What follows belongs to an exercise in optimizing a design on an open flow for small area; a production flow would make more cautious choices.
At most, simulation tests tie the RTL to the original design; equivalence was not proved.
Power is estimated from default activity; no workload was simulated.

run A:
Design cnn_top, start of the top module:
module cnn_top
(
    input  logic        clk,
    input  logic        reset,
    input  logic        load_req,
    input  logic [15:0] load_cmd,        
    output logic        load_ack,
    input  logic        run_req,
    output logic        run_ack,
    output logic [81:0] result           
);
    localparam logic [2:0] S_IDLE  = 3'd0;
    localparam logic [2:0] S_WAIT  = 3'd1;
    localparam logic [2:0] S_CONV  = 3'd2;      
    localparam logic [2:0] S_CONV2 = 3'd3;      
    localparam logic [2:0] S_DENSE = 3'd4;
    localparam logic [2:0] S_FIN   = 3'd5;      
    localparam logic [2:0] S_ACK   = 3'd6;
    logic [2:0]  state;
    logic [5:0]  phi;
    logic [1:0]  ph;                         
    logic [1:0]  pl;                         
    logic [1:0]  cls;
    logic        wflag;                      
    logic [63:0][7:0] img;
    logic [8:0][7:0]  flt;
    logic [35:0][7:0] wts;
    logic [8:0][7:0]  fea;
    logic signed [19:0] scores [0:3];
    logic [1:0]  win_class;
    assign result = {win_class, scores[3], scores[2], scores[1], scores[0]};
    logic psi0;
    logic psi_end;
    logic t_last;                            
    assign psi0    = ph == 2'd0 && pl == 2'd0;
    assign psi_end = ph == 2'd2 && pl == 2'd2;
    assign t_last  = psi_end && cls == 2'd3 && phi == 6'd63;
    always_ff @(posedge clk or negedge reset)
    begin
        if (!reset)
        begin
            phi <= '0;
            ph  <= '0;
            pl  <= '0;
            cls <= '0;
        end
        else
        begin
            phi <= phi + 6'd1;
            if (pl == 2'd2)
            begin
                pl <= 2'd0;
                ph <= (ph == 2'd2) ? 2'd0 : ph + 2'd1;
            end
            else
            begin
                pl <= pl + 2'd1;
            end
            if (psi_end)
            begin
                cls <= cls + 2'd1;
            end
        end
    end
    logic [1:0] tgt;
    logic [5:0] addr;
    logic [7:0] din;
    logic [1:0] img_port;                    
    logic [1:0] a_q;                         
    logic [1:0] a_h;
    logic [1:0] a_l;
    logic       pending;
    logic       wr_ok;
    logic       ack_ok;
  ...
Size: ~1,800 cells after synthesis, roughly 1,000 flip-flops, about 100 I/O pins.
Settings: LEC_CHECK=0, CAP_MARGIN=20, CORE_MARGIN=2, CORE_UTILIZATION=60, SLEW_MARGIN=20; clock period 10.0 ns.
standard.sh (not shown) runs the stock make flow with config.mk's settings and CLKGATE_MAP_FILE= SYNTH_SCRIPT=/design/flow/synth_recipe.tcl, a recipe that flattens the netlist after the stock synthesis.
==> flow/flow/run.sh <==
#!/bin/bash
set -euo pipefail
export BUFFER_PORTS_ARGS="-buffer_cell sky130_fd_sc_hd__buf_1"
export CTS_ARGS="-sink_clustering_enable -repair_clock_nets -dont_use_dummy_load -buf_list sky130_fd_sc_hd__clkbuf_8 -sink_clustering_size 18 -sink_clustering_max_diameter 60"
bash standard.sh > standard.log 2>&1
The following lists how run B was set up differently from run A:
--- a/flow/design.v
+++ b/flow/design.v
@@ -634,20 +634,14 @@
     end
     logic [5:0] slot_o;
     logic [3:0] tgt_g;
     logic       tgt_first;                   
     logic [7:0] relu;
     assign slot_o = phi - 6'd8;
-    always_ff @(posedge clk)
-    begin
-        if (psi_end)
-        begin
-            tgt_g     <= {slot_o[5:4], slot_o[2:1]};
-            tgt_first <= !slot_o[3] && !slot_o[0];
-        end
-    end
+    assign tgt_g     = scores[2][3:0];
+    assign tgt_first = scores[2][4];
     assign upd  = idle && tgt_g == {ph, pl};
     assign relu = scores[3][19] ? 8'd0 : (|scores[3][18:8]) ? 8'd255 : scores[3][7:0];
     always_ff @(posedge clk)
     begin
         for (int p = 0; p < 8; p++)
         begin
@@ -678,12 +672,17 @@
     for (genvar i = 0; i < 20; i++)
     begin : g_gt
         assign gtc[i + 1] = (ca[i] & cb[i]) | (ca[i] & gtc[i]) | (cb[i] & gtc[i]);
     end
     always_ff @(posedge clk)
     begin
+        if ((state == S_CONV || state == S_CONV2) && psi_end)
+        begin
+            scores[2][3:0] <= {slot_o[5:4], slot_o[2:1]};
+            scores[2][4]   <= !slot_o[3] && !slot_o[0];
+        end
         if (cmp)
         begin
             for (int q = 0; q < 3; q++)
             begin
                 if (cmp_cls == 2'(q))
                 begin
==> comparison <==
For netlist area before placement, run A and run B come out practically identical. Cmp run A and run B / cell area after layout / higher: run B. Delta (run B minus run A): number of filler instances in the final layout saw little to no change; combinational power share saw an increase; highest attainable clock frequency saw a decrease; minimum clock period saw an increase. Actual transition at the worst max-transition pin in run B vs run A: down 0.10 ns. Compared with run A, in run B final critical-path setup slack now smaller, synthesized cell count now larger. On die area, run B tracks run A almost exactly. Run B was carried through to the last stage, and its layout satisfied the timing, DRC and antenna checks. Status: share of synthesized cell area in full adder, half adder and majority cells parity (run A, run B). Looking at global-route usage, run B sits 0.83 points higher than run A does.

========
Another version of the RTL of cnn_top (not shown whole).
Size: roughly 1800 cells after synthesis, roughly 1000 flip-flops, roughly 100 I/O pins, about 0.027 mm² of cells after synthesis.
Settings: LEC_CHECK=0, CAP_MARGIN=20, CORE_MARGIN=2, CORE_UTILIZATION=60, SLEW_MARGIN=20; clock period 10.0 ns.
Scripts as last shown in full above: flow/flow/run.sh
Then changed:
--- a/flow/design.v
+++ b/flow/design.v
@@ -497,47 +497,37 @@
             begin
                 cls <= cls + 2'd1;
             end
         end
     end
     logic [1:0] tgt;
     logic [5:0] addr;
     logic [7:0] din;
     logic [1:0] img_port;                    
-    logic [1:0] a_q;                         
-    logic [1:0] a_h;
-    logic [1:0] a_l;
+    logic [3:0] psi;
+    logic [5:0] a_d;                         
+    logic       a_hit;                       
+    logic [1:0] a_q;
     logic       pending;
     logic       wr_ok;
     logic       ack_ok;
     logic       hit_img, hit_flt, hit_wts, ignored, we;
     assign tgt  = load_cmd[15:14];
     assign addr = load_cmd[13:8];
     assign din  = load_cmd[7:0];
     assign img_port = {addr[5] ^ ~phi[5] ^ (addr[4] & ~phi[4]), addr[4] ^ ~phi[4]};
-    always_comb
-    begin
-        a_q = 2'd0;
-        a_h = 2'd0;
-        a_l = 2'd0;
-        for (int i = 0; i < 36; i++)
-        begin
-            if (addr == 6'(i))
-            begin
-                a_q = 2'(i / 9);
-                a_h = 2'((i % 9) / 3);
-                a_l = 2'(i % 3);
-            end
-        end
-    end
+    assign psi   = {ph, 1'b0} + 4'(ph) + 4'(pl);
+    assign a_d   = addr - 6'(psi);
+    assign a_hit = a_d == 6'd0 || a_d == 6'd9 || a_d == 6'd18 || a_d == 6'd27;
+    assign a_q   = a_d[4:3];
     assign hit_img = tgt == 2'd0 && addr[3:0] == phi[3:0];
-    assign hit_flt = tgt == 2'd1 && addr < 6'd9 && a_h == ph && a_l == pl;
-    assign hit_wts = tgt == 2'd2 && addr < 6'd36 && a_h == ph && a_l == pl;
+    assign hit_flt = tgt == 2'd1 && a_d == 6'd0;
+    assign hit_wts = tgt == 2'd2 && addr < 6'd36 && a_hit;
     assign ignored = tgt == 2'd3 || (tgt == 2'd1 && addr >= 6'd9)
                      || (tgt == 2'd2 && addr >= 6'd36);
     assign pending = load_req && !load_ack;
     assign ack_ok  = state == S_IDLE && !run_req;
     assign wr_ok   = ack_ok || state == S_ACK;      
     assign we      = pending && wr_ok;
     always_ff @(posedge clk or negedge reset)
     begin
         if (!reset)
@@ -593,67 +583,58 @@
                 wts[9*m + 8] <= din;
             end
         end
     end
     logic [7:0]  opa;                        
     logic [7:0]  opb;                        
     logic signed [19:0] sum;                 
     logic dense;
     logic idle;                              
-    logic hold;
+    logic hold;                              
+    logic upd;                               
     assign dense = state == S_DENSE;
     assign idle  = (state == S_CONV && cls[0]) || (state == S_CONV2 && !cls[0]);
     assign hold  = idle || state == S_FIN || state == S_ACK;
     always_comb
     begin
         if (dense || idle)
         begin
             opa = fea[0];
         end
         else
         begin
             opa = (ph == 2'd0) ? img[0] : (ph == 2'd1) ? img[5] : img[10];
         end
         if (dense)
         begin
             opb = wts[0];
         end
-        else if (idle)
+        else if (hold)
         begin
-            opb = 8'hff;                     
+            opb = upd ? 8'hff : 8'h00;
         end
         else
         begin
             opb = flt[0];
         end
     end
-    cnn_mac u_mac (.a(opa), .b(opb), .acc(scores[3]), .clr(psi0 && !idle), .q(sum));
+    cnn_mac u_mac (.a(opa), .b(opb), .acc(scores[3]), .clr(psi0 && !hold), .q(sum));
     always_ff @(posedge clk)
     begin
-        if (!hold)
-        begin
-            scores[3] <= sum;
-        end
+        scores[3] <= sum;
     end
     logic [5:0] slot_o;
     logic [3:0] tgt_g;
     logic       tgt_first;                   
-    logic       upd;
     logic [7:0] relu;
     assign slot_o = phi - 6'd8;
-    always_ff @(posedge clk)
-    begin
-        if (psi_end)
-        begin
-            tgt_g     <= {slot_o[5:4], slot_o[2:1]};
-            tgt_first <= !slot_o[3] && !slot_o[0];
-        end
-    end
+    assign tgt_g     = scores[2][3:0];
+    assign tgt_first = scores[2][4];
     assign upd  = idle && tgt_g == {ph, pl};
     assign relu = scores[3][19] ? 8'd0 : (|scores[3][18:8]) ? 8'd255 : scores[3][7:0];
     always_ff @(posedge clk)
     begin
         for (int p = 0; p < 8; p++)
         begin
             fea[p] <= fea[p + 1];
         end
         if (upd && (tgt_first || !sum[19]))
@@ -678,18 +659,23 @@
     assign ca     = {~scores[3][19], scores[3][18:0]};
     assign cb     = {~nbest[19], nbest[18:0]};
     assign gtc[0] = 1'b0;
     for (genvar i = 0; i < 20; i++)
     begin : g_gt
         assign gtc[i + 1] = (ca[i] & cb[i]) | (ca[i] & gtc[i]) | (cb[i] & gtc[i]);
     end
     always_ff @(posedge clk)
     begin
+        if ((state == S_CONV || state == S_CONV2) && psi_end)
+        begin
+            scores[2][3:0] <= {slot_o[5:4], slot_o[2:1]};
+            scores[2][4]   <= !slot_o[3] && !slot_o[0];
+        end
         if (cmp)
         begin
             for (int q = 0; q < 3; q++)
             begin
                 if (cmp_cls == 2'(q))
                 begin
                     scores[q] <= scores[3];
                 end
             end
Global-route usage is higher by 0.75 points.
Die area fell by 0.57%.
Fmax rose by 0.88%.
First-iteration DRC count climbs by 8.0%.
Non-clock buffer count went up by 1.
Setup slack gains 84 ps.
Cell area fell by 0.75%.
Final cell count is about the same.
Total power drops by about 8%.
Area after synthesis came out lower by about 0.6%.
Routed wire length came out higher by about 2.4%.
Combinational power fell by 61%.
Via count decreases by about 0.75%.
Sequential power came out lower by about 4%.
No functional check of the RTL was part of the first run of this note.

## afterwards: timing with drivers on the ports
How much do the figures lean on ideal ports? The routed layouts below were timed once more, with nothing changed but the port constraints. Step 1 sets driving cells, clkbuf_16 on the clock port and buf_2 on the other inputs (assumed; they add their load-dependent delay and slew). Step 2 also shifts input and output timing later by t, the mid clock arrival at the registers, as if the neighbouring blocks saw the same clock. a / b / c = no drivers / after step 1 / after step 2; a / b = the first two.
run	shift t [ns]	slack for setup (ns)	worst register clock-pin slew, ns
run A	0.667	0.566 / 0.566 / 0.566	0.11 / 0.11
run B	0.680	0.297 / 0.297 / 0.297	0.11 / 0.11
the first run of note 2	0.683	0.359 / 0.359 / 0.359	0.11 / 0.11
the second run of note 2	0.660	0.443 / 0.443 / 0.443	0.11 / 0.11
After both steps every run listed still meets setup and hold.
